Background: an optimization exercise with open tools, aiming at small area, a short achievable clock period and few clock cycles per item. Do not read the settings as production practice. The RTL was checked by simulation tests, not by an equivalence proof against the original design.

==> design/flow/design.v <==
package mlcg_pkg;
    localparam int unsigned VAL_W = 31;
    localparam int unsigned CNT_W = 4;
    localparam int unsigned MAX_CATEGORIES = 8;
    localparam logic [1:0] FUNC_UNIFORM = 2'd0;
    localparam logic [1:0] FUNC_CATEG = 2'd1;
    localparam logic [1:0] FUNC_BERN = 2'd2;
    localparam logic [1:0] FUNC_LOAD = 2'd3;
    localparam logic [1:0] REG_SEED = 2'd0;
    localparam logic [1:0] REG_THRESH = 2'd1;
    localparam logic [1:0] REG_COUNT = 2'd2;
    localparam logic [VAL_W-1:0] NEXT_OF_ONE = 31'd16807;
endpackage
module mlcg_wram (
    input  logic              aclk,
    input  logic              aresetn,
    input  logic              we,
    input  logic [2:0]        waddr,
    input  logic [30:0]       wdata,
    output logic [4*31-1:0]   we_flat,
    output logic [4*32-1:0]   u_flat,
    output logic              ld_pend
);
    logic [30:0] w_even [4];
    logic [31:0] u_pair [4];
    logic [1:0]  j;
    logic        odd;
    logic [31:0] opa, opb, cs_s, cs_m, cs_c, u_new;
    logic [2:0]  ld_idx;
    logic [30:0] ld_val;
    always_ff @(posedge aclk) begin
        if (!aresetn) begin
            ld_pend <= 1'b0;
        end else begin
            ld_pend <= we;
        end
        ld_idx <= waddr;
        ld_val <= wdata;
    end
    assign j   = ld_idx[2:1];
    assign odd = ld_idx[0];
    assign opa   = odd ? {1'b0, w_even[j]} : u_pair[j];
    assign opb   = odd ? 32'd0 : ~{1'b0, w_even[j]};
    assign cs_s  = {1'b0, ld_val} ^ opa ^ opb;
    assign cs_m  = ({1'b0, ld_val} & opa) | ({1'b0, ld_val} & opb) | (opa & opb);
    assign cs_c  = {cs_m[30:0], !odd};
    assign u_new = cs_s + cs_c;
    for (genvar k = 0; k < 4; k++) begin : g_pair
        always_ff @(posedge aclk) begin
            if (ld_pend && j == 2'(k)) begin
                u_pair[k] <= u_new;
                if (!odd) begin
                    w_even[k] <= ld_val;
                end
            end
        end
        assign we_flat[31*k +: 31] = w_even[k];
        assign u_flat[32*k +: 32]  = u_pair[k];
    end
endmodule
module mlcg_step (
    input  logic [30:0] x,
    output logic [30:0] y
);
    logic [30:0] t0, t1, t2, t3, t4, t5;
    logic [30:0] s1, c1, s2, c2, s3, c3, s4, c4;
    logic [30:0] m1, m2, m3, m4;
    assign t0 = {x[16:0], x[30:17]};
    assign t1 = {x[21:0], x[30:22]};
    assign t2 = ~{x[23:0], x[30:24]};
    assign t3 = {x[25:0], x[30:26]};
    assign t4 = {x[27:0], x[30:28]};
    assign t5 = ~x;
    assign s1 = t0 ^ t1 ^ t2;
    assign m1 = (t0 & t1) | (t0 & t2) | (t1 & t2);
    assign c1 = {m1[29:0], m1[30]};
    assign s2 = t3 ^ t4 ^ t5;
    assign m2 = (t3 & t4) | (t3 & t5) | (t4 & t5);
    assign c2 = {m2[29:0], m2[30]};
    assign s3 = s1 ^ c1 ^ s2;
    assign m3 = (s1 & c1) | (s1 & s2) | (c1 & s2);
    assign c3 = {m3[29:0], m3[30]};
    assign s4 = s3 ^ c3 ^ c2;
    assign m4 = (s3 & c3) | (s3 & c2) | (c3 & c2);
    assign c4 = {m4[29:0], m4[30]};
    logic [30:0] gp [6];
    logic [30:0] pp [6];
    logic [30:0] cy;
    logic        eac;
    always_comb begin
        gp[0] = s4 & c4;
        pp[0] = s4 ^ c4;
        for (int l = 0; l < 5; l++) begin
            for (int i = 0; i < 31; i++) begin
                if (i >= (1 << l)) begin
                    gp[l+1][i] = gp[l][i] | (pp[l][i] & gp[l][i - (1 << l)]);
                    pp[l+1][i] = pp[l][i] & pp[l][i - (1 << l)];
                end else begin
                    gp[l+1][i] = gp[l][i];
                    pp[l+1][i] = pp[l][i];
                end
            end
        end
        eac   = gp[5][30] | pp[5][30];
        cy[0] = eac;
        for (int i = 1; i < 31; i++) begin
            cy[i] = gp[5][i-1] | (pp[5][i-1] & eac);
        end
    end
    assign y = pp[0] ^ cy;
endmodule
module mlcg_catsel (
    input  logic [30:0]      x,
    input  logic [4*31-1:0]  we_flat,
    input  logic [4*32-1:0]  u_flat,
    input  logic [3:0]       count,
    output logic [3:0]       cat
);
    logic [32:0] nx;
    logic [32:0] wz [4];
    logic [32:0] uz [4];
    logic [32:0] es [3:8];
    logic [32:0] ec [3:8];
    logic [32:0] em [3:8];
    logic [32:0] esum [3:8];
    logic [8:1]  neg, lt;
    logic [3:0]  n;
    assign n  = (count > 4'd8) ? 4'd8 : count;
    assign nx = ~{2'b00, x};
    always_comb begin
        for (int k = 0; k < 4; k++) begin
            wz[k] = {2'b00, we_flat[31*k +: 31]};
            uz[k] = {1'b0, u_flat[32*k +: 32]};
        end
        es[3] = uz[0] ^ nx ^ wz[1];
        em[3] = (uz[0] & nx) | (uz[0] & wz[1]) | (nx & wz[1]);
        ec[3] = {em[3][31:0], 1'b1};
        es[4] = uz[0] ^ nx ^ uz[1];
        em[4] = (uz[0] & nx) | (uz[0] & uz[1]) | (nx & uz[1]);
        ec[4] = {em[4][31:0], 1'b1};
        for (int k = 5; k <= 8; k++) begin
            es[k] = es[2*((k-1)/2)] ^ ec[2*((k-1)/2)] ^ ((k % 2) ? wz[(k-1)/2] : uz[(k-1)/2]);
            em[k] = (es[2*((k-1)/2)] & ec[2*((k-1)/2)])
                  | (es[2*((k-1)/2)] & ((k % 2) ? wz[(k-1)/2] : uz[(k-1)/2]))
                  | (ec[2*((k-1)/2)] & ((k % 2) ? wz[(k-1)/2] : uz[(k-1)/2]));
            ec[k] = {em[k][31:0], 1'b0};
        end
        neg[1] = we_flat[30:0] < x;
        neg[2] = u_flat[31:0] < {1'b0, x};
        for (int k = 3; k <= 8; k++) begin
            esum[k] = es[k] + ec[k];
            neg[k]  = esum[k][32];
        end
        lt[1] = neg[1] && (n > 4'd0);
        for (int k = 2; k <= 8; k++) begin
            lt[k] = lt[k-1] && neg[k] && (n >= 4'(k));
        end
        cat = 4'd1;
        for (int k = 1; k <= 8; k++) begin
            if (lt[k]) cat = 4'(k + 1);
        end
    end
endmodule
module minimal_standard_lcg_sampler (
    input  logic                        aclk,
    input  logic                        aresetn,
    input  logic                        psel,
    input  logic                        penable,
    input  logic                        pwrite,
    input  logic [3:0]                  paddr,
    input  logic [31:0]                 pwdata,
    output logic [31:0]                 prdata,
    output logic                        pready,
    input  logic                        s_valid,
    output logic                        s_ready,
    input  logic [1:0]                  s_func,
    input  logic [2:0]                  s_entry_index,
    input  logic [mlcg_pkg::VAL_W-1:0]  s_weight_value,
    output logic                        m_valid,
    input  logic                        m_ready,
    output logic [mlcg_pkg::VAL_W-1:0]  m_random_value,
    output logic [3:0]                  m_category,
    output logic                        m_flag
);
    logic [30:0]     seed_reg, thresh_reg;
    logic [3:0]      count_reg;
    logic            cfg_we, seed_we;
    logic [1:0]      reg_idx;
    logic [30:0]     x_reg, nx_reg, nx_step;
    logic            nx_stale;
    logic            ld_pend;
    logic            m_valid_reg, m_flag_reg;
    logic [3:0]      m_cat_reg, cat;
    logic            accept, step, load;
    logic [4*31-1:0] we_flat;
    logic [4*32-1:0] u_flat;
    assign pready  = 1'b1;
    assign reg_idx = paddr[3:2];
    assign cfg_we  = psel && penable && pwrite;
    assign seed_we = cfg_we && (reg_idx == mlcg_pkg::REG_SEED);
    always_ff @(posedge aclk) begin
        if (!aresetn) begin
            seed_reg   <= 31'd1;
            thresh_reg <= '0;
            count_reg  <= '0;
        end else if (cfg_we) begin
            case (reg_idx)
                mlcg_pkg::REG_SEED:   seed_reg   <= pwdata[30:0];
                mlcg_pkg::REG_THRESH: thresh_reg <= pwdata[30:0];
                mlcg_pkg::REG_COUNT:  count_reg  <= pwdata[3:0];
                default: ;
            endcase
        end
    end
    always_comb begin
        case (reg_idx)
            mlcg_pkg::REG_SEED:   prdata = {1'b0, seed_reg};
            mlcg_pkg::REG_THRESH: prdata = {1'b0, thresh_reg};
            mlcg_pkg::REG_COUNT:  prdata = {28'd0, count_reg};
            default:              prdata = '0;
        endcase
    end
    assign s_ready = (!m_valid_reg || m_ready) && !nx_stale
                     && !(ld_pend && s_func == mlcg_pkg::FUNC_CATEG);
    assign accept  = s_valid && s_ready;
    assign step    = accept && (s_func != mlcg_pkg::FUNC_LOAD);
    assign load    = accept && (s_func == mlcg_pkg::FUNC_LOAD);
    mlcg_step u_step (
        .x (nx_reg),
        .y (nx_step)
    );
    always_ff @(posedge aclk) begin
        if (!aresetn) begin
            x_reg    <= 31'd1;
            nx_reg   <= mlcg_pkg::NEXT_OF_ONE;
            nx_stale <= 1'b0;
        end else if (seed_we) begin
            x_reg    <= pwdata[30:0];
            nx_reg   <= pwdata[30:0];
            nx_stale <= 1'b1;
        end else if (nx_stale) begin
            nx_reg   <= nx_step;
            nx_stale <= 1'b0;
        end else if (step) begin
            x_reg    <= nx_reg;
            nx_reg   <= nx_step;
        end
    end
    mlcg_wram u_wram (
        .aclk   (aclk),
        .aresetn(aresetn),
        .we     (load),
        .waddr  (s_entry_index),
        .wdata  (s_weight_value),
        .we_flat(we_flat),
        .u_flat (u_flat),
        .ld_pend(ld_pend)
    );
    mlcg_catsel u_cat (
        .x      (nx_reg),
        .we_flat(we_flat),
        .u_flat (u_flat),
        .count  (count_reg),
        .cat    (cat)
    );
    always_ff @(posedge aclk) begin
        if (!aresetn) begin
            m_valid_reg <= 1'b0;
        end else begin
            m_valid_reg <= accept || (m_valid_reg && !m_ready);
        end
        if (accept) begin
            m_cat_reg  <= (s_func == mlcg_pkg::FUNC_CATEG) ? cat : 4'd0;
            m_flag_reg <= (s_func == mlcg_pkg::FUNC_BERN) && (nx_reg <= thresh_reg);
        end
    end
    assign m_valid        = m_valid_reg;
    assign m_random_value = x_reg;
    assign m_category     = m_cat_reg;
    assign m_flag         = m_flag_reg;
endmodule
==> design/flow/run.sh <==
#!/bin/bash
# synth_recipe.tcl (not shown) runs the flow's synth.tcl, then flattens the netlist and writes it again
# the make line also repeats each setting of config.mk as NAME=value (left out here)
make -C /OpenROAD-flow-scripts/flow DESIGN_CONFIG=/design/flow/config.mk WORK_HOME=/design/flow/orfs CLKGATE_MAP_FILE= SYNTH_SCRIPT=/design/flow/synth_recipe.tcl finish
==> design/flow/config.mk <==
export PLATFORM = sky130hd
export DESIGN_NAME = minimal_standard_lcg_sampler
export DESIGN_NICKNAME = minimal_standard_lcg_sampler
export VERILOG_FILES = /design/flow/design.v
export SDC_FILE = /design/flow/constraint.sdc
export NUM_CORES = 4
export LEC_CHECK = 0
export CAP_MARGIN = 20
export CORE_MARGIN = 2
export CORE_UTILIZATION = 40
export SLEW_MARGIN = 20
==> design/flow/constraint.sdc <==
create_clock -name core_clock -period 8.0 [get_ports {aclk}]
set_input_delay 1.6000 -clock core_clock [delete_from_list [all_inputs] [get_ports {aclk}]]
set_output_delay 1.6000 -clock core_clock [all_outputs]
set_load 0.01 [all_outputs]
==> flow_summary.toml, run 1 <==
[clock_tree]
cts_root_buffer = "clkbuf_16"
h-tree-depth = 2
ctsHoldBuffers = 0
clk_pin_slew_ns = 0.06
cts_buffers = 48
ctsResizeCount = 0
postCtsSetupBuffers = 0
clock_latency_ns = 0.61
ctsLongestPathBuffers = 3
cts_tree = "built"
cts_sinks = 422

[grt]
antenna_found_initial = 0
track_usage_pct = 23.2
grt_max_degree = 69
grt_pass1_vias = 24300
grt_pass1_wl_microns = 151000
grt-ovfl-total = 0

[yosys]
syn_area_per_cell_sq_um = 10.9
syn_area_sq_um = 33900
synth_edf_count = 257
synth_top_area_cell = "edfxtp_1"
synth-seq-area-share_pct = 32.5
ys.flop_type = "edfxtp_1"
synthCells = 3103
synth_warnings = 14
syn-num-nets = 3862
synthTopCellsByArea = "edfxtp_1 (23%), fa_1 (20%), ha_1 (13%)"
synth_cell_type_count = 87
ys_ff_latch = 422
synth_top_area_share_pct = 22.8
async_reset_ff_share_pct = 0

[setup_path]
crit_arrival_ns = 6.38
rrSetupSlack_ns = 1.99
required_ns = 8.37
r2r-end = "u_wram.u_pair[1][31]"
endpoint_kind = "register"
worstRegToRegCells = 16
worst-setup-path-type = "reg2reg"
cp-start-kind = "register"
worstPathMaxFanout = 36
reg2reg_from = "u_wram.ld_idx[1]"

[flow_run]
drv_cap = 0

[routing]
dr.pass1.iters = 5
wire_per_inst_microns = 22.5
initialDrtViolationCount = 1575
wl_microns = 99100
postRouteAntennaNets = 0
vias = 23600
drcViolationCount = 0
vias_per_cell = 5.36

[final_layout]
syn_to_final_growth_pct = 13.3
largest_reg_flops = 128
regMostFlops = "u_wram.u_pair"
nets = 3993
antennaDiodeCount = 0
final_cell_mix = "inv_1 (494), fa_1 (341), ha_1 (339), nand2_1 (279), edfxtp_1 (257)"
largestRegisters = "u_wram.u_pair: 128 flops, u_wram.w_even: 124 flops"
final_common_cell = "inv_1"
drive_gt1_share_pct = 7.73
fillers = 7801

[floorplan]
die_h_microns = 295
core_area_sq_um = 83800
initial_core_util_pct = 40.4
die_area_sq_um = 87100
ioPinCount = 150
row_count = 106
dieWidth_microns = 295

[timing]
hold_viol = 0
fmax_mhz = 166
rsz0062_at_grt = "no"
fin_crit_sh_pct = 75.1
drv_slew = 0
finalCriticalPeriod_ns = 6.01
worst_pin_slew_ns = 0.940
tns_ns = 0
slew_headroom_pct = 35.7
skew_ns = 0.0236
setup-violations-final = 0

[placement]
dp_hpwl_microns = 77800
place_congestion = 0.936
port_buffers = 144

[hold_path]
holdPathEnd = "seed_reg[0]"
worstHoldPathType = "reg2reg"
worstHoldStart = "seed_reg[0]"
hold_depth = 1

[outcome]
status = "no timing/DRC/antenna violations"
==> worst max-delay path by stage <==
stage                                 endpoint        startpoint
after detailed placement  u_wram.u_pair[2][30]  u_wram.ld_idx[1]
final                     u_wram.u_pair[1][31]  u_wram.ld_idx[1]
after global routing      u_wram.u_pair[0][30]  u_wram.ld_idx[1]
after CTS                 u_wram.u_pair[0][30]  u_wram.ld_idx[1]
after global placement    u_wram.u_pair[3][31]  u_wram.ld_idx[1]
after floorplan           u_wram.u_pair[0][31]  u_wram.ld_idx[1]
==> critical path, cell delays in order, from the launching register on <==
cell and delay (ns):
dfxtp_4 0.84, buf_4 0.69, mux4_2 0.64, mux2i_1 0.21, fa_1 0.43, inv_1 0.06
ha_1 0.28, a21o_1 0.19, a21oi_1 0.32, a21oi_1 0.16, or2b_1 0.28, o2111ai_2 0.12
a21oi_1 0.26, or4_1 0.49, a31o_1 0.25, a21oi_1 0.22, xnor2_1 0.25
==> kinds of logic after synthesis <==
group                    count (synthesis)  synth area share [%]
adder cells (fa/ha/maj)                680                  32.6
flip-flops                             422                  32.5
AND/OR/NAND/NOR                        634                  8.78
XOR/XNOR                                64                  1.65
other                                    2                0.0222
AO/OA/AOI/OAI                          581                  11.6
buffers and inverters                  590                  6.59
multiplexers                           130                  6.16
==> Yosys cell counts, drive strengths merged, types with 36 or more instances <==
cell type / n
xnor2: 48
or2: 36
ha: 339
o21ai: 104
mux4: 63
fa: 341
mux2i: 67
edfxtp: 257
nor2: 119
clkbuf: 69
inv: 496
a21oi: 127
dfxtp: 165
nand4: 52
a21boi: 62
nand2: 279
a21o: 94
==> layout make-up <==
type	count	area, sq um	share of cell area (%)
tap	1134	1420	3.69
sequential	422	11000	28.7
timing repair buffer	175	1660	4.32
clock inverter	29	390	1.02
clock buffer	60	1350	3.52
inverter	496	1860	4.85
multi-input combinational	2091	20700	53.9
==> layer usage <==
metal | part of all wire (%) | track usage (%) | up-vias
li1 | - | - | 11000
met1 | 46 | 32.6 | 11900
met2 | 46 | 38.0 | 637
met3 | 5.5 | 3.14 | 95
met4 | 2.6 | 5.93 | 0
met5 | 0 | 0 | -
==> metrics by stage <==
step           cells  hold slack [ns]  utilization (%)  setup slack, ns  cell area (sq um)
3_3_place_gp    4318            0.438             43.7             2.10              36700
3_5_place_dp    4318            0.444             43.7             2.02              36700
2_1_floorplan   3103            0.425                -             2.99              33900
4_1_cts         4407            0.458             45.8             2.01              38400
6_report        4407            0.456             45.8             1.99              38400
5_1_grt         4407            0.480             45.8             1.60              38400
Testbench counts, summed over its fixed seeds: cycles 16,534, items 16,000.
==> inputs of run 2 (changes only) <==
--- a/design/flow/config.mk
+++ b/design/flow/config.mk
@@ -6,6 +6,8 @@
 export NUM_CORES = 4
 export LEC_CHECK = 0
+export ABC_CLOCK_PERIOD_IN_PS = 4000
 export CAP_MARGIN = 20
 export CORE_MARGIN = 2
-export CORE_UTILIZATION = 40
+export CORE_UTILIZATION = 55
+export SETUP_SLACK_MARGIN = 3.5
 export SLEW_MARGIN = 20
==> run 2 against run 1 <==
  * Setup slack improved by 1.2 ns
  * Critical endpoint is now u_wram.u_pair[2][30]
  * Synthesized cell count unchanged
  * Clock skew is 0.0042 ns lower
  * Critical path type unchanged
  * Non-clock buffer count up 240
  * Area after synthesis unchanged
  * Wire length grew 12%
  * Critical path depth increased by 3
  * Highest routed layer unchanged
  * Via count rose by 10%
==> flow_summary.toml, run 2 <==
[yosys]
yosysMostFrequentCell = "inv_1"
syn_area_per_cell_sq_um = 10.9
async_reset_ff_share_pct = 0
synth_top_area_share_pct = 22.8
synth_edf_count = 257
synth-seq-area-share_pct = 32.5
synthTopCellsByArea = "edfxtp_1 (23%), fa_1 (20%), ha_1 (13%)"
synth_cell_type_count = 87
syn-num-nets = 3862
synth_warnings = 14
ys.flop_type = "edfxtp_1"
syn_area_sq_um = 33900
synth.top_cells.by_count = "inv_1 (494), fa_1 (341), ha_1 (339)"
synth_top_area_cell = "edfxtp_1"
ys_ff_latch = 422
synthCells = 3103

[setup_path]
cp-start-kind = "register"
crit_arrival_ns = 5.14
startpoint = "u_wram.ld_idx[1]"
worstRegToRegCells = 19
worstPathMaxFanout = 4
reg2reg_from = "u_wram.ld_idx[1]"
rrSetupSlack_ns = 3.19
critPathSlowestCell = "mux4_2"
required_ns = 8.33
worst-setup-path-type = "reg2reg"
crit_top_cell = "a21oi_4"
crit_end = "u_wram.u_pair[2][30]"
max_stage_delay_ns = 0.53
path_cells = "buf_12 > buf_12 > mux4_2 > or2_4 > fa_2 > buf_6 > fa_2 > nor2b_4 > o21ai_4 > a211o_4 > a21oi_4 > o31ai_2 > buf_4 > a21oi_4 > a22oi_2 > buf_6 > o2111ai_4 > a21oi_4 > xnor2_4"
endpoint_kind = "register"
r2r-end = "u_wram.u_pair[2][30]"

[final_layout]
final_common_cell = "inv_1"
final_cell_mix = "inv_1 (433), fa_1 (303), ha_1 (284), nand2_1 (273), edfxtp_1 (257)"
fillers = 4574
largestRegisters = "u_wram.u_pair: 128 flops, u_wram.w_even: 124 flops"
regMostFlops = "u_wram.u_pair"
drive_gt1_share_pct = 23.5
largest_reg_flops = 128
antennaDiodeCount = 0
nets = 4233
syn_to_final_growth_pct = 25.2

[placement]
dp_hpwl_microns = 80200
place_congestion = 0.962
pre_cts_slack_ns = 2.07
port_buffers = 144

[routing]
dr.pass1.iters = 6
wl_met3_microns = 9850
initialDrtViolationCount = 2477
wl_microns = 111000
vias = 26000
vias_per_cell = 6.04
route.met2.wl_microns = 50500
routed.top_layer = "met4"
postRouteAntennaNets = 0
met1Wirelength_microns = 46200
wire_per_inst_microns = 25.8
drcViolationCount = 0

[clock_tree]
cts_buffers = 48
clock_latency_ns = 0.60
clk_pin_slew_ns = 0.06
ctsLongestPathBuffers = 3
cts_sinks = 422
cts_root_buffer = "clkbuf_16"
h-tree-depth = 2
cts_tree = "built"

[hold_path]
worstHoldPathType = "reg2reg"

[grt]
grt_pass1_wl_microns = 165000
grt_max_degree = 96
antenna_found_initial = 1
grt-ovfl-total = 0
track_usage_pct = 35.3
grt_pass1_vias = 26400

[timing]
finalCriticalPeriod_ns = 4.81
slew_headroom_pct = 29.1
setup-violations-final = 0
worst_pin_slew_ns = 1.06
rsz0062_at_grt = "yes"
tns_ns = 0
finalWorstSetupSlack_ns = 3.19
fin_crit_sh_pct = 60.2
drv_slew = 0
skew_ns = 0.0193
fmax_mhz = 208
hold_viol = 0

[floorplan]
die_h_microns = 252
die_area_sq_um = 63600
initial_core_util_pct = 55.2
ioPinCount = 150
core_area_sq_um = 61400
dieWidth_microns = 252
row_count = 91

[flow_run]
drv_cap = 0

[outcome]
status = "no timing/DRC/antenna violations"
run 2: worst min-delay path by stage:
stage	endpoint	slack, ns	from	cells past startpoint
6_report	seed_reg[30]	0.46	seed_reg[30]	2
5_1_grt	seed_reg[19]	0.49	seed_reg[19]	2
4_1_cts	seed_reg[0]	0.46	seed_reg[0]	1
3_5_place_dp	seed_reg[0]	0.44	seed_reg[0]	1
3_3_place_gp	seed_reg[0]	0.44	seed_reg[0]	1
2_1_floorplan	seed_reg[0]	0.43	seed_reg[0]	1
run 2: layout make-up:
| cell class | count | area, sq um | share of cell area [%] |
|---|---|---|---|
| clock inverters | 21 | 176 | 0.416 |
| flip-flops and latches | 422 | 11100 | 26.2 |
| repair buffers | 415 | 4050 | 9.55 |
| multi-input cells | 2091 | 22800 | 53.7 |
| inverters | 496 | 1970 | 4.64 |
| clock buffers | 67 | 1340 | 3.15 |
| well taps | 790 | 988 | 2.33 |
run 2: logic make-up (layout without fill, tap and decap cells):
logic type      count (synthesis)  in the layout  share of synthesized area [%]
xor+xnor                       64             64                           1.65
compound gates                581            581                           11.6
buf+inv                       590            999                           6.59
simple gates                  634            634                           8.78
flops                         422            422                           32.5
other cells                     2              2                         0.0222
mux                           130            130                           6.16
fa+ha+maj                     680            680                           32.6
run 2: stage by stage:
stage / util (%) / hold slack, ns / instances / instance area [sq um]
final: 69.1 / 0.462 / 4302 / 42400
after global routing: 69.1 / 0.489 / 4302 / 42400
after CTS: 67.3 / 0.458 / 4245 / 41300
after detailed placement: 59.3 / 0.444 / 3987 / 36400
after global placement: 59.3 / 0.437 / 3987 / 36400
after floorplan: - / 0.425 / 3103 / 34000
run 2: what timing repair did:
action	in CTS	in global routing
hold buffers	0	0
gates cloned	6	0
pin swaps	169	140
setup endpoints to repair	147	84
gates resized for setup	418	151
setup buffers	164	57
run 2: worst max-delay path: cells and delay by family, from the launching register on:
kind                       cells  cell delay, ns
AOI/OAI and AO/OA              8            1.42
buffers and inverters          5            0.69
xor gates and xnor gates       1            0.16
adders and majority gates      2            0.90
and+or+nand+nor                2            0.41
DFF                            1            0.41
muxes                          1            0.53
run 2: layer usage:
layer  GRT usage, %  vias to the layer above
li1               -                    11500
met1           50.3                    13200
met2           55.0                     1128
met3           5.61                      194
met4           12.6                        0
met5              0                        -
==> inputs of run 3 (changes only) <==
--- a/design/flow/design.v
+++ b/design/flow/design.v
@@ -10,5 +10,4 @@
     localparam logic [1:0] REG_THRESH = 2'd1;
     localparam logic [1:0] REG_COUNT = 2'd2;
-    localparam logic [VAL_W-1:0] NEXT_OF_ONE = 31'd16807;
 endpackage
 module mlcg_wram (
@@ -19,6 +18,5 @@
     input  logic [30:0]       wdata,
     output logic [4*31-1:0]   we_flat,
-    output logic [4*32-1:0]   u_flat,
-    output logic              ld_pend
+    output logic [4*32-1:0]   u_flat
 );
     logic [30:0] w_even [4];
@@ -27,4 +25,5 @@
     logic        odd;
     logic [31:0] opa, opb, cs_s, cs_m, cs_c, u_new;
+    logic        ld_pend;
     logic [2:0]  ld_idx;
     logic [30:0] ld_val;
@@ -187,10 +186,10 @@
     logic            cfg_we, seed_we;
     logic [1:0]      reg_idx;
-    logic [30:0]     x_reg, nx_reg, nx_step;
-    logic            nx_stale;
-    logic            ld_pend;
+    logic [30:0]     x_reg, x_step, m_value_reg;
+    logic            b_valid;
+    logic [1:0]      b_func;
     logic            m_valid_reg, m_flag_reg;
     logic [3:0]      m_cat_reg, cat;
-    logic            accept, step, load;
+    logic            adv, accept, step, load;
     logic [4*31-1:0] we_flat;
     logic [4*32-1:0] u_flat;
@@ -221,28 +220,20 @@
         endcase
     end
-    assign s_ready = (!m_valid_reg || m_ready) && !nx_stale
-                     && !(ld_pend && s_func == mlcg_pkg::FUNC_CATEG);
+    assign adv     = !m_valid_reg || m_ready;
+    assign s_ready = !b_valid || adv;
     assign accept  = s_valid && s_ready;
     assign step    = accept && (s_func != mlcg_pkg::FUNC_LOAD);
     assign load    = accept && (s_func == mlcg_pkg::FUNC_LOAD);
     mlcg_step u_step (
-        .x (nx_reg),
-        .y (nx_step)
+        .x (x_reg),
+        .y (x_step)
     );
     always_ff @(posedge aclk) begin
         if (!aresetn) begin
-            x_reg    <= 31'd1;
-            nx_reg   <= mlcg_pkg::NEXT_OF_ONE;
-            nx_stale <= 1'b0;
+            x_reg <= 31'd1;
         end else if (seed_we) begin
-            x_reg    <= pwdata[30:0];
-            nx_reg   <= pwdata[30:0];
-            nx_stale <= 1'b1;
-        end else if (nx_stale) begin
-            nx_reg   <= nx_step;
-            nx_stale <= 1'b0;
+            x_reg <= pwdata[30:0];
         end else if (step) begin
-            x_reg    <= nx_reg;
-            nx_reg   <= nx_step;
+            x_reg <= x_step;
         end
     end
@@ -254,9 +245,8 @@
         .wdata  (s_weight_value),
         .we_flat(we_flat),
-        .u_flat (u_flat),
-        .ld_pend(ld_pend)
+        .u_flat (u_flat)
     );
     mlcg_catsel u_cat (
-        .x      (nx_reg),
+        .x      (x_reg),
         .we_flat(we_flat),
         .u_flat (u_flat),
@@ -266,15 +256,25 @@
     always_ff @(posedge aclk) begin
         if (!aresetn) begin
+            b_valid     <= 1'b0;
             m_valid_reg <= 1'b0;
         end else begin
-            m_valid_reg <= accept || (m_valid_reg && !m_ready);
-        end
-        if (accept) begin
-            m_cat_reg  <= (s_func == mlcg_pkg::FUNC_CATEG) ? cat : 4'd0;
-            m_flag_reg <= (s_func == mlcg_pkg::FUNC_BERN) && (nx_reg <= thresh_reg);
+            if (s_ready) begin
+                b_valid <= s_valid;
+            end
+            if (adv) begin
+                m_valid_reg <= b_valid;
+            end
+        end
+        if (s_ready) begin
+            b_func <= s_func;
+        end
+        if (adv && b_valid) begin
+            m_value_reg <= x_reg;
+            m_cat_reg   <= (b_func == mlcg_pkg::FUNC_CATEG) ? cat : 4'd0;
+            m_flag_reg  <= (b_func == mlcg_pkg::FUNC_BERN) && (x_reg <= thresh_reg);
         end
     end
     assign m_valid        = m_valid_reg;
-    assign m_random_value = x_reg;
+    assign m_random_value = m_value_reg;
     assign m_category     = m_cat_reg;
     assign m_flag         = m_flag_reg;
--- a/design/flow/config.mk
+++ b/design/flow/config.mk
@@ -6,5 +6,4 @@
 export NUM_CORES = 4
 export LEC_CHECK = 0
-export ABC_CLOCK_PERIOD_IN_PS = 4000
 export CAP_MARGIN = 20
 export CORE_MARGIN = 2
==> run 3 against run 2 <==
  * Clock skew grew 0.0035 ns
  * Still clean on timing, DRC and antenna
  * Critical endpoint is now u_wram.u_pair[3][31]
  * Flip-flop and latch count grew 2
  * Largest cell class unchanged
  * Area after synthesis shrank 1.0%
  * Die area shrank 1.0%
  * Wire length shrank 1.9%
  * Via count shrank 2.4%
==> flow_summary.toml, run 3 <==
[placement]
place_congestion = 0.935
pre_cts_slack_ns = 1.87
port_buffers = 144
dp_hpwl_microns = 78700
place_inst = 3904

[floorplan]
dieWidth_microns = 251
die_h_microns = 251
row_count = 90
die_area_sq_um = 63000
core_area_sq_um = 60400
initial_core_util_pct = 55.6
ioPinCount = 150

[routing]
vias_per_cell = 6.02
initialDrtViolationCount = 2110
drcViolationCount = 0
postRouteAntennaNets = 0
wl_microns = 109000
vias = 25400
dr.pass1.iters = 6
wire_per_inst_microns = 25.9

[final_layout]
final_common_cell = "inv_1"
multi_input_area_sq_um = 21900
nets = 4145
antennaDiodeCount = 0
largestRegisters = "u_wram.u_pair: 128 flops, u_wram.w_even: 124 flops"
fillers = 4493
syn_to_final_growth_pct = 24.3
stdcell_count = 4209
final_cell_mix = "inv_1 (444), fa_1 (321), ha_1 (292), edfxtp_1 (290), nand2_1 (220)"
regMostFlops = "u_wram.u_pair"
regArea_sq_um = 11500
largest_reg_flops = 128
drive_gt1_share_pct = 22.1

[flow_run]
drv_cap = 0

[grt]
grt_pass1_vias = 25900
track_usage_pct = 34.9
grt_max_degree = 63
antenna_found_initial = 0
grt-ovfl-total = 0
grt_pass1_wl_microns = 162000

[yosys]
synth_top_area_cell = "edfxtp_1"
ys.flop_type = "edfxtp_1"
synth.top_cells.by_count = "inv_1 (499), fa_1 (341), ha_1 (339)"
async_reset_ff_share_pct = 0
synthTopCellsByArea = "edfxtp_1 (26%), fa_1 (20%), ha_1 (13%)"
synth-seq-area-share_pct = 34.0
synthCells = 3025
syn_area_sq_um = 33600
syn_area_per_cell_sq_um = 11.1
syn-num-nets = 3784
synth_cell_type_count = 69
synth_warnings = 14
synth_top_area_share_pct = 26.0
yosysMostFrequentCell = "inv_1"
ys_ff_latch = 424
synth_edf_count = 290

[timing]
fin_crit_sh_pct = 61.4
fmax_mhz = 203
finalCriticalPeriod_ns = 4.91
drv_slew = 0
rsz0062_at_grt = "yes"
hold_viol = 0
worst_pin_slew_ns = 0.979
tns_ns = 0
skew_ns = 0.0229
finalWorstSetupSlack_ns = 3.09
setup-violations-final = 0
slew_headroom_pct = 33.9

[clock_tree]
clk_pin_slew_ns = 0.06
cts_tree = "built"
ctsHoldBuffers = 0
clock_latency_ns = 0.62
cts_root_buffer = "clkbuf_16"
ctsLongestPathBuffers = 3
cts_sinks = 424
cts_buffers = 49
h-tree-depth = 2

[hold_path]
worstHoldPathType = "reg2reg"

[setup_path]
crit_arrival_ns = 5.25
cp-start-kind = "register"
endpoint_kind = "register"
worst-setup-path-type = "reg2reg"
required_ns = 8.34
worstPathMaxFanout = 6

[outcome]
status = "no timing/DRC/antenna violations"
-- run 3: path summary, 6_finish.rpt --
path | slack, ns | to | cells past startpoint | from
min reg2reg | 0.45 | seed_reg[7] | 2 | seed_reg[7]
max | 3.09 | u_wram.u_pair[3][31] | 17 | u_wram.ld_idx[2]
min | 0.45 | seed_reg[7] | 2 | seed_reg[7]
max reg2reg | 3.09 | u_wram.u_pair[3][31] | 17 | u_wram.ld_idx[2]
-- run 3: final cells by class --
type	count	area share, %
well taps	782	2.35
clock buffers	68	3.40
inverters	501	4.80
repair buffers	384	8.78
multi-input cells	2026	52.5
clock inverters	24	0.579
flip-flops and latches	424	27.6
-- run 3: critical path, stage by stage (launching register included) --
cell	delay (ns)
dfxtp_4	0.38
buf_12	0.15
mux4_2	0.54
or2_4	0.25
fa_2	0.56
inv_2	0.05
ha_4	0.20
a21o_1	0.19
a21o_4	0.22
a2111oi_4	0.52
or4_4	0.27
a21o_4	0.17
a21oi_4	0.07
a2111oi_4	0.23
buf_6	0.20
nand4b_1	0.18
a31oi_4	0.31
xnor2_4	0.14
-- run 3: cells by family (layout without fill, tap and decap cells) --
kind of cell	after synthesis	in the layout	synth area share (%)
buf+inv	575	977	6.46
compound gates	565	565	10.6
flops	424	424	34.0
simple gates	594	594	8.34
fa+ha+maj	680	680	33.0
xor+xnor	53	53	1.38
mux	132	132	6.29
other cells	2	2	0.0224
-- run 3: layer usage --
metal,vias to the layer above,GRT usage [%],share of wire (%)
met4,0,11.6,3.9
met1,12800,49.4,42
met5,-,0,0
met2,1134,54.9,45
met3,186,6.24,9.1
li1,11200,-,-
-- run 3: what timing repair did --
item | in CTS | in global routing
setup endpoints to repair | 147 | 93
buffers inserted | 169 | 42
pin swaps | 108 | 135
gates cloned | 2 | 0
resized for setup | 282 | 164
-- run 3: stage by stage --
step                      hold WS, ns  area [sq um]  utilization, %
after floorplan                 0.436         33900               -
after detailed placement        0.446         36300            60.1
final                           0.454         41700            69.1
after CTS                       0.454         40600            67.3
after global routing            0.468         41700            69.1
after global placement          0.440         36300            60.1
Testbench counts of run 3, summed over its fixed seeds: cycles 16,064, items 16,000.
==> inputs of run 4 (changes only) <==
--- a/design/flow/config.mk
+++ b/design/flow/config.mk
@@ -8,5 +8,5 @@
 export CAP_MARGIN = 20
 export CORE_MARGIN = 2
-export CORE_UTILIZATION = 55
+export CORE_UTILIZATION = 65
 export SETUP_SLACK_MARGIN = 3.5
 export SLEW_MARGIN = 20
==> run 4 against run 3 <==
  * Global-route usage grew 7.2 points
  * Still clean on timing, DRC and antenna
  * Largest cell class unchanged
  * Clock-buffer cell count decreased by 10
  * Die area fell by 15%
  * Clock skew is essentially flat
  * Register-to-register slack lost 0.09 ns
  * Core utilization up 12 points
==> flow_summary.toml, run 4 <==
[yosys]
synth_warnings = 14
syn_area_sq_um = 33600
synth-seq-area-share_pct = 34.0
synth_top_area_share_pct = 26.0
syn-num-nets = 3784
synth_edf_count = 290
yosysMostFrequentCell = "inv_1"
synth.top_cells.by_count = "inv_1 (499), fa_1 (341), ha_1 (339)"
synth_top_area_cell = "edfxtp_1"
synth_cell_type_count = 69
ys_ff_latch = 424
synthTopCellsByArea = "edfxtp_1 (26%), fa_1 (20%), ha_1 (13%)"
ys.flop_type = "edfxtp_1"
synthCells = 3025
syn_area_per_cell_sq_um = 11.1
async_reset_ff_share_pct = 0

[final_layout]
syn_to_final_growth_pct = 24.3
largest_reg_flops = 128
final_common_cell = "inv_1"
nets = 4175
drive_gt1_share_pct = 22.3
final_cell_mix = "inv_1 (447), fa_1 (326), ha_1 (297), edfxtp_1 (290), nand2_1 (219)"
regMostFlops = "u_wram.u_pair"
largestRegisters = "u_wram.u_pair: 128 flops, u_wram.w_even: 124 flops"
antennaDiodeCount = 0

[grt]
grt.met1_usage_pct = 54.9
antenna_found_initial = 1
track_usage_pct = 42.1
busiest_layer = "met2"
use_met2_pct = 64.3
grt_pass1_wl_microns = 165000
grt_pass1_vias = 27500
grt_max_degree = 69
grt-ovfl-total = 0
use_met3_pct = 12.7

[setup_path]
critPathSlowestCell = "fa_1"
worst-setup-path-type = "reg2reg"
cp-start-kind = "register"
required_ns = 8.32
path_cells = "buf_12 > buf_6 > mux4_2 > or2_4 > fa_1 > inv_1 > ha_1 > a21o_1 > a21o_1 > a2111oi_4 > buf_4 > or4_4 > a21o_4 > a21oi_4 > a2111oi_4 > buf_6 > nand4b_1 > a31oi_4 > xnor2_4"
worstPathMaxFanout = 5
endpoint_kind = "register"
crit_arrival_ns = 5.32
max_stage_delay_ns = 0.57

[timing]
finalCriticalPeriod_ns = 5.00
skew_ns = 0.0228
rsz0062_at_grt = "yes"
hold_viol = 0
timing.hold.ws_ns = 0.457
tns_ns = 0
worst_pin_slew_ns = 1.08
fmax_mhz = 200
setup-violations-final = 0
drv_slew = 0
slew_headroom_pct = 27.4
fin_crit_sh_pct = 62.5

[routing]
wl_microns = 111000
wire_per_inst_microns = 26.9
drcViolationCount = 0
vias = 26600
dr.pass1.iters = 8
vias_per_cell = 6.44
initialDrtViolationCount = 2866
postRouteAntennaNets = 0

[clock_tree]
cts_root_buffer = "clkbuf_16"
ctsHoldBuffers = 0
clock_latency_ns = 0.60
h-tree-depth = 2
cts_buffers = 45
cts_sinks = 424
cts_tree = "built"
clk_pin_slew_ns = 0.07
ctsLongestPathBuffers = 3

[floorplan]
initial_core_util_pct = 65.5
row_count = 83
core_area_sq_um = 51200
die_h_microns = 231
dieWidth_microns = 231
ioPinCount = 150
die_area_sq_um = 53500

[placement]
port_buffers = 144
dp_hpwl_microns = 76000
place_congestion = 0.976

[outcome]
status = "no timing/DRC/antenna violations"

[hold_path]
worstHoldPathType = "reg2reg"

[flow_run]
drv_cap = 0
[run 4: cell counts after synthesis]
No cell type changed its count.
[run 4: worst paths after layout]
check / start / end / slack [ns] / depth (start not counted)
worst max-delay path: u_wram.ld_idx[2] / u_wram.u_pair[1][31] / 3.00 / 19
worst min-delay path: seed_reg[7] / seed_reg[7] / 0.46 / 2
worst max register to register: u_wram.ld_idx[2] / u_wram.u_pair[1][31] / 3.00 / 19
worst min register to register: seed_reg[7] / seed_reg[7] / 0.46 / 2
[run 4: worst max-delay path, delay by kind of cell, from the launching register on]
kind | cells | cell delay (ns)
adders and majority gates | 2 | 0.83
AOI/OAI and AO/OA | 7 | 1.52
muxes | 1 | 0.50
xor gates and xnor gates | 1 | 0.14
DFF | 1 | 0.38
buffers and inverters | 5 | 0.73
and+or+nand+nor | 3 | 0.61
[run 4: kinds of logic (layout without fill, tap and decap cells)]
family / Yosys count / count (layout) / synth area share, %
compound gates: 565 / 565 / 10.6
other cells: 2 / 2 / 0.0224
xor+xnor: 53 / 53 / 1.38
flops: 424 / 424 / 34.0
simple gates: 594 / 594 / 8.34
fa+ha+maj: 680 / 680 / 33.0
mux: 132 / 132 / 6.29
buf+inv: 575 / 1000 / 6.46
[run 4: through the flow]
stage	util [%]	setup WS [ns]	area, sq um	cells
2_1_floorplan	-	3.46	33900	3025
3_3_place_gp	70.5	1.71	36100	3798
3_5_place_dp	70.5	1.61	36100	3798
4_1_cts	79.7	3.18	40800	4096
5_1_grt	81.5	2.96	41700	4130
6_report	81.5	3.00	41700	4130
[run 4: area by class of cell]
type	count	area, sq um
Multi-Input combinational cell	2026	21800
Sequential cell	424	11500
Clock buffer	58	1240
Tap cell	680	851
Timing Repair Buffer	418	4020
Fill cell	2954	9500
Clock inverter	23	235
Inverter	501	2010
[run 4: what timing repair did]
action                                  in CTS  in global routing
endpoints found under the setup margin     159                 97
pin swaps                                  142                 85
gates cloned                                 2                  1
buffers inserted                           215                 33
gates resized for setup                    344                116
[run 4: routing by layer]
metal | wire (microns) | share of wire [%]
met5 | 10 | 0.0090
met4 | 6930 | 6.2
met3 | 14100 | 13
met2 | 49500 | 45
met1 | 40700 | 37
==> inputs of run 5 (changes only) <==
--- a/design/flow/config.mk
+++ b/design/flow/config.mk
@@ -8,5 +8,5 @@
 export CAP_MARGIN = 20
 export CORE_MARGIN = 2
-export CORE_UTILIZATION = 65
-export SETUP_SLACK_MARGIN = 3.5
+export CORE_UTILIZATION = 60
+export SETUP_SLACK_MARGIN = 4.5
 export SLEW_MARGIN = 20
==> run 5 against run 4 <==
  * Register-to-register slack better by 0.02 ns
  * Still clean on timing, DRC and antenna
  * Worst hold slack better by 0.00092 ns
  * Synthesized cell count unchanged
  * Highest routed layer is now met4
  * Global-route usage down 3.6 points
  * Cell count up 1.9%
  * Setup slack better by 0.020 ns
  * Area after synthesis unchanged
  * Design area up 1.4%
==> flow_summary.toml, run 5 <==
[grt]
grt_pass1_wl_microns = 161000
grt_pass1_vias = 26400
track_usage_pct = 38.5
grt_max_degree = 75
grt-ovfl-total = 0
antenna_found_initial = 0

[clock_tree]
ctsHoldBuffers = 0
ctsLongestPathBuffers = 3
clk_pin_slew_ns = 0.07
cts_root_buffer = "clkbuf_16"
cts_sinks = 424
cts_buffers = 47
clock_latency_ns = 0.61
h-tree-depth = 2
cts_tree = "built"

[timing]
tns_ns = 0
fmax_mhz = 201
drv_slew = 0
fin_crit_sh_pct = 62.3
finalCriticalPeriod_ns = 4.98
slew_headroom_pct = 21.3
skew_ns = 0.0297
worst_pin_slew_ns = 1.15
hold_viol = 0
setup-violations-final = 0
rsz0062_at_grt = "yes"

[yosys]
synthAdderAreaFrac_pct = 33.0
synth-compound-area-share_pct = 10.6
synth_top_family_by_area = "adder cells"
synth_xor_area_share_pct = 1.38
ys_ff_latch = 424
muxShareOfSynthArea_pct = 6.29
async_reset_ff_share_pct = 0
synth_top_area_share_pct = 26.0
syn_area_per_cell_sq_um = 11.1
syn_area_sq_um = 33600
synth-seq-area-share_pct = 34.0
ys.flop_type = "edfxtp_1"
synthCells = 3025
synth_warnings = 14
synth_top_area_cell = "edfxtp_1"
synth_cell_type_count = 69
synth_simple_gate_area_share_pct = 8.34
syn-num-nets = 3784
synth.top_cells.by_count = "inv_1 (499), fa_1 (341), ha_1 (339)"
synth_edf_count = 290
synthTopCellsByArea = "edfxtp_1 (26%), fa_1 (20%), ha_1 (13%)"
yosysMostFrequentCell = "inv_1"

[routing]
vias_per_cell = 6.16
dr.pass1.iters = 6
met1Wirelength_microns = 42200
wl_microns = 111000
initialDrtViolationCount = 2534
postRouteAntennaNets = 0
route.met2.wl_microns = 51500
vias = 25900
routed.top_layer = "met4"
wl_met3_microns = 11700
drcViolationCount = 0
wire_per_inst_microns = 26.4

[final_layout]
fillers = 3653
largestRegisters = "u_wram.u_pair: 128 flops, u_wram.w_even: 124 flops"
nets = 4180
syn_to_final_growth_pct = 26.0
final_common_cell = "inv_1"
antennaDiodeCount = 0
drive_gt1_share_pct = 25.0
regMostFlops = "u_wram.u_pair"
largest_reg_flops = 128
final_cell_mix = "inv_1 (445), fa_1 (319), ha_1 (296), edfxtp_1 (290), nand2_1 (217)"

[floorplan]
die_h_microns = 240
ioPinCount = 150
initial_core_util_pct = 60.8
dieWidth_microns = 240
row_count = 86
core_area_sq_um = 55200
die_area_sq_um = 57800

[setup_path]
crit_end = "u_wram.u_pair[1][29]"
required_ns = 8.33
crit_arrival_ns = 5.31
startpoint = "u_wram.ld_idx[2]"
cp-start-kind = "register"
endpoint_kind = "register"
worstPathMaxFanout = 7
r2r-end = "u_wram.u_pair[1][29]"
worst-setup-path-type = "reg2reg"
rrSetupSlack_ns = 3.02
reg2reg_from = "u_wram.ld_idx[2]"
worstRegToRegCells = 19

[placement]
dp_hpwl_microns = 77400
port_buffers = 144
place_congestion = 0.968

[outcome]
status = "no timing/DRC/antenna violations"

[hold_path]
worstHoldPathType = "reg2reg"

[flow_run]
drv_cap = 0
==> run 5: cell counts after synthesis <==
No cell type changed its count.
==> run 5: final cells by class <==
class / count / area (sq um) / area share [%]
well taps: 748 / 936 / 2.21
flip-flops and latches: 424 / 11500 / 27.2
repair buffers: 421 / 4100 / 9.69
clock buffers: 63 / 1280 / 3.02
inverters: 501 / 2010 / 4.75
clock inverters: 25 / 310 / 0.734
multi-input cells: 2026 / 22100 / 52.4
==> run 5: logic make-up after synthesis <==
kind of cell	after synthesis
muxes	132
DFF	424
xor gates and xnor gates	53
AOI/OAI and AO/OA	565
buffers and inverters	575
and+or+nand+nor	594
adders and majority gates	680
other	2
==> run 5: how the worst min path moves through the flow <==
stage                    to    startpoint  cells past startpoint  slack (ns)
3_3_place_gp    seed_reg[7]   seed_reg[7]                      2        0.44
3_5_place_dp   seed_reg[28]  seed_reg[28]                      2        0.45
4_1_cts        seed_reg[28]  seed_reg[28]                      2        0.45
5_1_grt        seed_reg[19]  seed_reg[19]                      2        0.48
2_1_floorplan  seed_reg[10]  seed_reg[10]                      2        0.44
6_report        seed_reg[8]   seed_reg[8]                      2        0.46
==> run 5: stage by stage <==
stage | hold slack, ns | cell area, sq um | setup WS [ns] | util, % | cells
2_1_floorplan | 0.436 | 34300 | 3.48 | - | 3025
3_3_place_gp | 0.440 | 36500 | 2.27 | 66.2 | 3871
3_5_place_dp | 0.447 | 36500 | 2.22 | 66.2 | 3871
4_1_cts | 0.455 | 41000 | 3.07 | 74.4 | 4149
5_1_grt | 0.481 | 42300 | 2.94 | 76.6 | 4208
6_report | 0.458 | 42300 | 3.02 | 76.6 | 4208
==> run 5: routing by layer <==
layer	vias up	GRT usage, %
met5	-	0
met4	0	18.4
met2	1310	60.1
met1	13100	49.9
li1	11300	-
met3	275	10.6
==> run 5: critical path, cell delays in order, from the launching register on <==
cell       delay (ns)
dfxtp_4          0.44
buf_12           0.16
mux4_2           0.51
or2_4            0.25
fa_1             0.55
inv_1            0.06
ha_1             0.26
a21o_1           0.14
a21o_1           0.19
a2111oi_4        0.08
buf_4            0.17
or4_4            0.55
a21o_4           0.26
a21oi_4          0.20
a2111oi_4        0.05
buf_6            0.16
buf_6            0.13
nor2_4           0.14
mux2i_4          0.28
nor2_4           0.08
==> run 5: what timing repair did <==
| action | 4_1_cts | 5_1_grt |
|---|---|---|
| gates cloned | 8 | 0 |
| buffers inserted | 182 | 59 |
| endpoints found under the hold margin | 0 | 0 |
| setup endpoints to repair | 179 | 179 |
| gates resized for setup | 436 | 186 |
| pin swaps | 152 | 125 |
==> inputs of run 6 (changes only) <==
--- a/design/flow/config.mk
+++ b/design/flow/config.mk
@@ -8,5 +8,5 @@
 export CAP_MARGIN = 20
 export CORE_MARGIN = 2
-export CORE_UTILIZATION = 60
-export SETUP_SLACK_MARGIN = 4.5
+export CORE_UTILIZATION = 55
+export SETUP_SLACK_MARGIN = 2.5
 export SLEW_MARGIN = 20
==> run 6 against run 5 <==
  * Global-route usage down 5.2 points
  * Clock-buffer cell count down 4
  * Design area down 8.6%
  * Register-to-register slack worse by 0.40 ns
  * Largest cell class unchanged
==> flow_summary.toml, run 6 <==
[setup_path]
path_cells = "buf_4 > inv_1 > fa_1 > fa_1 > fa_1 > inv_1 > ha_1 > nand2_2 > or3_1 > o21ai_1 > a21o_2 > o22ai_4 > nor4_4 > o32a_1 > buf_4 > xor2_1 > nor2_1 > o32ai_1"
endpoint_kind = "register"
cp.buffers_inverters = 4
cp-start-kind = "register"
max_stage_delay_ns = 0.57
crit_family = "adder cells"
required_ns = 8.52
crit_top_cell = "fa_1"
worst-setup-path-type = "reg2reg"
crit_arrival_ns = 5.91
worstPathMaxFanout = 9
critPathSlowestCell = "fa_1"

[hold_path]
worstHoldPathType = "reg2reg"

[yosys]
synth.top_cells.by_count = "inv_1 (499), fa_1 (341), ha_1 (339)"
synth_cell_type_count = 69
synthCells = 3025
synth_edf_count = 290
ys_ff_latch = 424
synth_top_area_cell = "edfxtp_1"
synth_top_area_share_pct = 26.0
synthTopCellsByArea = "edfxtp_1 (26%), fa_1 (20%), ha_1 (13%)"
async_reset_ff_share_pct = 0
synth-seq-area-share_pct = 34.0
yosysMostFrequentCell = "inv_1"
syn_area_per_cell_sq_um = 11.1
syn_area_sq_um = 33600
synth_warnings = 14
syn-num-nets = 3784
ys.flop_type = "edfxtp_1"

[clock_tree]
clock_latency_ns = 0.62
cts_buffers = 47
ctsLongestPathBuffers = 3
cts_tree = "built"
cts_root_buffer = "clkbuf_16"
h-tree-depth = 2
clk_pin_slew_ns = 0.07
cts_sinks = 424

[placement]
place_congestion = 0.958
port_buffers = 144
dp_hpwl_microns = 79800

[final_layout]
largest_reg_flops = 128
final_cell_mix = "inv_1 (485), fa_1 (340), ha_1 (335), edfxtp_1 (290), nand2_1 (229)"
regMostFlops = "u_wram.u_pair"
final_common_cell = "inv_1"
nets = 4011
syn_to_final_growth_pct = 15.2
drive_gt1_share_pct = 11.0
largestRegisters = "u_wram.u_pair: 128 flops, u_wram.w_even: 124 flops"
antennaDiodeCount = 0

[floorplan]
die_area_sq_um = 63000
initial_core_util_pct = 55.6
dieWidth_microns = 251
row_count = 90
die_h_microns = 251
core_area_sq_um = 60400
ioPinCount = 150

[timing]
finalCriticalPeriod_ns = 5.38
fmax_mhz = 186
hold_viol = 0
tns_ns = 0
worst_pin_slew_ns = 1.14
skew_ns = 0.0224
rsz0062_at_grt = "yes"
slew_headroom_pct = 24.2
drv_slew = 0
fin_crit_sh_pct = 67.3
setup-violations-final = 0

[grt]
grt-ovfl-total = 0
grt_pass1_wl_microns = 155000
grt_max_degree = 62
antenna_found_initial = 1
grt_pass1_vias = 24900
track_usage_pct = 33.4

[routing]
wl_microns = 103000
initialDrtViolationCount = 1975
postRouteAntennaNets = 0
vias = 24400
vias_per_cell = 5.99
wire_per_inst_microns = 25.3
drcViolationCount = 0
dr.pass1.iters = 5

[flow_run]
drv_cap = 0

[outcome]
status = "no timing/DRC/antenna violations"
==> run 6: final cells by class <==
type,instances,area [sq um]
Clock inverter,29,392
Timing Repair Buffer,252,2340
Sequential cell,424,11400
Fill cell,4809,21700
Clock buffer,59,1260
Inverter,501,1930
Multi-Input combinational cell,2026,20300
Tap cell,782,978
==> run 6: layer usage <==
layer / vias up / track usage [%] / wire, microns
li1: 10900 / - / -
met1: 12400 / 48.0 / 44500
met2: 892 / 52.5 / 47100
met3: 143 / 5.74 / 8230
met4: 0 / 9.34 / 3010
met5: - / 0 / 0
==> run 6: stage by stage <==
stage          worst slack [ns]  utilization [%]  cells  cell area, sq um  hold slack [ns]
2_1_floorplan              2.58                -   3025             33600            0.436
3_3_place_gp               1.61             59.9   3931             36200            0.440
3_5_place_dp               1.59             59.9   3931             36200            0.446
4_1_cts                    2.50             63.4   4052             38300            0.454
5_1_grt                    2.48             64.0   4073             38600            0.471
6_report                   2.62             64.0   4073             38600            0.453
==> run 6: repair_timing <==
action | in CTS | in global routing
setup endpoints to repair | 75 | 51
buffers inserted | 33 | 21
pin swaps | 2 | 7
hold buffers | 0 | 0
resized for setup | 38 | 47
hold endpoints to repair | 0 | 0
==> run 6: worst paths after layout <==
path | depth (start not counted) | to | slack [ns] | from
max | 18 | x_reg[13] | 2.62 | x_reg[18]
min reg2reg | 2 | seed_reg[29] | 0.45 | seed_reg[29]
max reg2reg | 18 | x_reg[13] | 2.62 | x_reg[18]
min | 2 | seed_reg[29] | 0.45 | seed_reg[29]
==> run 6: worst min-delay path, stage by stage (launching register included) <==
cell     delay, ns
dfxtp_1       0.31
nand2_1       0.05
a21oi_1       0.05
==> run 6: cell families (layout without fill, tap and decap cells) <==
family,Yosys count,after routing,share of synthesized area (%)
mux,132,132,6.29
compound gates,565,565,10.6
xor+xnor,53,53,1.38
other cells,2,2,0.0224
fa+ha+maj,680,680,33.0
buf+inv,575,841,6.46
simple gates,594,594,8.34
flops,424,424,34.0
==> inputs of run 7 (changes only) <==
--- a/design/flow/design.v
+++ b/design/flow/design.v
@@ -92,7 +92,7 @@
         for (int l = 0; l < 5; l++) begin
             for (int i = 0; i < 31; i++) begin
-                if (i >= (1 << l)) begin
-                    gp[l+1][i] = gp[l][i] | (pp[l][i] & gp[l][i - (1 << l)]);
-                    pp[l+1][i] = pp[l][i] & pp[l][i - (1 << l)];
+                if (((i >> l) & 1) == 1) begin
+                    gp[l+1][i] = gp[l][i] | (pp[l][i] & gp[l][((i >> l) << l) - 1]);
+                    pp[l+1][i] = pp[l][i] & pp[l][((i >> l) << l) - 1];
                 end else begin
                     gp[l+1][i] = gp[l][i];
--- a/design/flow/config.mk
+++ b/design/flow/config.mk
@@ -6,7 +6,8 @@
 export NUM_CORES = 4
 export LEC_CHECK = 0
+export ABC_AREA = 1
 export CAP_MARGIN = 20
 export CORE_MARGIN = 2
 export CORE_UTILIZATION = 55
-export SETUP_SLACK_MARGIN = 2.5
+export SETUP_SLACK_MARGIN = 3.5
 export SLEW_MARGIN = 20
==> run 7 against run 6 <==
  * Worst hold slack better by 0.0074 ns
  * Flip-flop and latch count unchanged
  * Still clean
  * Cell count increased by 18%
==> flow_summary.toml, run 7 <==
[grt]
track_usage_pct = 36.7
grt_max_degree = 61
antenna_found_initial = 1
grt_pass1_vias = 27600
grt-ovfl-total = 0
grt_pass1_wl_microns = 170000

[yosys]
synth_top_area_cell = "edfxtp_1"
ys.flop_type = "edfxtp_1"
syn_area_sq_um = 33500
synth_warnings = 14
synth_top_area_share_pct = 26.0
synth_cell_type_count = 51
yosysMostFrequentCell = "inv_1"
synth_edf_count = 290
syn-num-nets = 4324
ys_ff_latch = 424
synthCells = 3565
syn_area_per_cell_sq_um = 9.40
synthTopCellsByArea = "edfxtp_1 (26%), fa_1 (20%), ha_1 (13%)"
async_reset_ff_share_pct = 0
synth-seq-area-share_pct = 34.0
synth.top_cells.by_count = "inv_1 (656), nand2_1 (592), fa_1 (341)"

[setup_path]
required_ns = 8.48
critPathSlowestCell = "fa_1"
crit_family = "adder cells"
path_cells = "clkinvlp_4 > buf_4 > buf_4 > fa_1 > fa_1 > fa_1 > inv_1 > ha_2 > nand2_2 > nor2_4 > nand2_4 > nor2_4 > nand2_4 > nand2_8 > nand2_4 > nand3_4 > buf_12 > fa_2 > nand2_1 > o211ai_1"
reg2reg_from = "x_reg[7]"
worst-setup-path-type = "reg2reg"
worstPathMaxFanout = 5
r2r-end = "x_reg[0]"
rrSetupSlack_ns = 3.49
cp.buffers_inverters = 5
cp-start-kind = "register"
worstRegToRegCells = 20
crit_arrival_ns = 4.99
max_stage_delay_ns = 0.56
endpoint_kind = "register"

[placement]
place_congestion = 0.971
placed_cell_area_sq_um = 36100
port_buffers = 144
dp_hpwl_microns = 81900

[floorplan]
die_area_sq_um = 62900
core_area_sq_um = 60200
row_count = 90
ioPinCount = 150
initial_core_util_pct = 55.6
dieWidth_microns = 251
die_h_microns = 251

[outcome]
status = "no timing/DRC/antenna violations"

[routing]
initialDrtViolationCount = 2718
dr.pass1.iters = 5
route.met2.wl_microns = 53400
vias = 28000
met1Wirelength_microns = 47600
drcViolationCount = 0
vias_per_cell = 5.85
routed.top_layer = "met4"
wire_per_inst_microns = 24.8
postRouteAntennaNets = 0
wl_microns = 119000
wl_met3_microns = 11400

[timing]
setup-violations-final = 0
hold_viol = 0
drv_slew = 0
fmax_mhz = 222
fin_crit_sh_pct = 56.4
skew_ns = 0.0169
slew_headroom_pct = 44.3
tns_ns = 0
rsz0062_at_grt = "yes"
worst_pin_slew_ns = 0.835
finalCriticalPeriod_ns = 4.51
timing.hold.ws_ns = 0.461

[final_layout]
syn_to_final_growth_pct = 25.6
largestRegisters = "u_wram.u_pair: 128 flops, u_wram.w_even: 124 flops"
largest_reg_flops = 128
fillers = 4558
nets = 4725
regMostFlops = "u_wram.u_pair"
final_common_cell = "inv_1"
drive_gt1_share_pct = 19.2
final_cell_mix = "inv_1 (602), nand2_1 (535), fa_1 (337), ha_1 (293), edfxtp_1 (290)"
fin_area_sq_um = 42100

[hold_path]
worstHoldPathType = "reg2reg"
hold_depth = 2
holdPathEnd = "seed_reg[29]"
worstHoldStart = "seed_reg[29]"

[clock_tree]
cts_sinks = 424
clock_latency_ns = 0.61
clk_pin_slew_ns = 0.06
cts_tree = "built"
cts_buffers = 50
ctsLongestPathBuffers = 3
ctsHoldBuffers = 0
h-tree-depth = 2
cts_root_buffer = "clkbuf_16"

[flow_run]
drv_cap = 0
[run 7: per-stage QoR]
stage               utilization, %  worst slack (ns)  std cells
floorplan                        -              3.52       3565
global placement              59.8              2.17       4459
detailed placement            59.9              2.08       4460
CTS                           66.7              3.42       4704
global route                  69.8              3.31       4789
finish                        69.9              3.49       4791
[run 7: worst max path at each step]
stage                          start                    to  slack [ns]  cells past startpoint
detailed placement          x_reg[2]             x_reg[21]        2.08                     22
finish                      x_reg[7]              x_reg[0]        3.49                     20
global placement            x_reg[2]             x_reg[21]        2.17                     22
CTS                 u_wram.ld_idx[1]  u_wram.u_pair[0][31]        3.42                     21
floorplan                   x_reg[0]              x_reg[1]        3.52                     21
global route                x_reg[7]              x_reg[1]        3.31                     20
[run 7: repair_timing]
item                                    in CTS  in global routing
buffers inserted                           146                 81
cloned                                       5                  4
gates resized for setup                    333                297
hold endpoints to repair                     0                  0
endpoints found under the setup margin     167                131
pin swaps                                   35                122
[run 7: area by class of cell]
type,count,area [sq um],share of cell area (%)
Tap cell,782,978,2.32
Timing Repair inverter,2,18.8,0.0446
Multi-Input combinational cell,2397,21000,49.9
Clock buffer,72,1450,3.44
Timing Repair Buffer,427,4210,10.0
Inverter,664,2660,6.31
Sequential cell,424,11500,27.3
Antenna cell,2,5.00,0.0119
Clock inverter,21,282,0.669
[run 7: logic make-up after synthesis]
logic type      Yosys count  share of synthesized area (%)
other cells               2                         0.0224
fa+ha+maj               680                           33.0
xor+xnor                 34                          0.889
simple gates           1001                           12.4
compound gates          680                           11.3
buf+inv                 744                           8.44
flops                   424                           34.0
[run 7: tightest hold or removal path, cell delays in order, from the launching register on]
cell	delay (ns)
dfxtp_1	0.31
nand2_1	0.06
a21oi_1	0.05
[run 7: metal layers]
layer | up-vias | GRT usage [%]
met4 | 0 | 16.1
met5 | - | 0
li1 | 12500 | -
met3 | 306 | 6.41
met1 | 13700 | 50.6
met2 | 1419 | 57.4
Testbench counts of run 7, summed over its fixed seeds: cycles 16,064, items 16,000.

afterwards: timing with drivers on the ports:
Ports are ideal in the flow. The routed layouts listed here were re-timed in OpenROAD. Step 1: set_driving_cell puts a clkbuf_16 on aclk and a buf_2 on each other input, an assumption about the parent block. Step 2 times the ports against the registers' clock, not the clock port: input delays grow and output delays shrink by t, the midpoint of the rising clock arrivals with the driver on. Slacks: no drivers / after step 1 / after step 2; pairs: no drivers / after step 1.
run	shift t [ns]	setup slack, ns	hold slack, ns	worst setup path at the end	slew at the worst register clock pin (ns)
run 1	0.661	1.993 / 1.993 / 1.993	0.456 / 0.456 / 0.456	register to register	0.07 / 0.07
run 2	0.655	3.186 / 3.186 / 3.099	0.462 / 0.462 / 0.462	input to register	0.07 / 0.07
run 3	0.669	3.085 / 3.085 / 3.085	0.454 / 0.454 / 0.454	register to register	0.07 / 0.07
run 4	0.655	2.998 / 2.998 / 2.998	0.457 / 0.457 / 0.457	register to register	0.07 / 0.07
run 5	0.655	3.018 / 3.018 / 3.018	0.458 / 0.458 / 0.458	register to register	0.07 / 0.07
run 6	0.673	2.618 / 2.618 / 2.618	0.453 / 0.453 / 0.453	register to register	0.07 / 0.07
run 7	0.669	3.487 / 3.479 / 3.479	0.461 / 0.461 / 0.461	input to output	0.07 / 0.07
After both steps setup and hold are still met in every run listed. For run 2, which loses most, drivers alone change the setup slack by 0.000 ns; drivers and shift together by -0.087 ns.
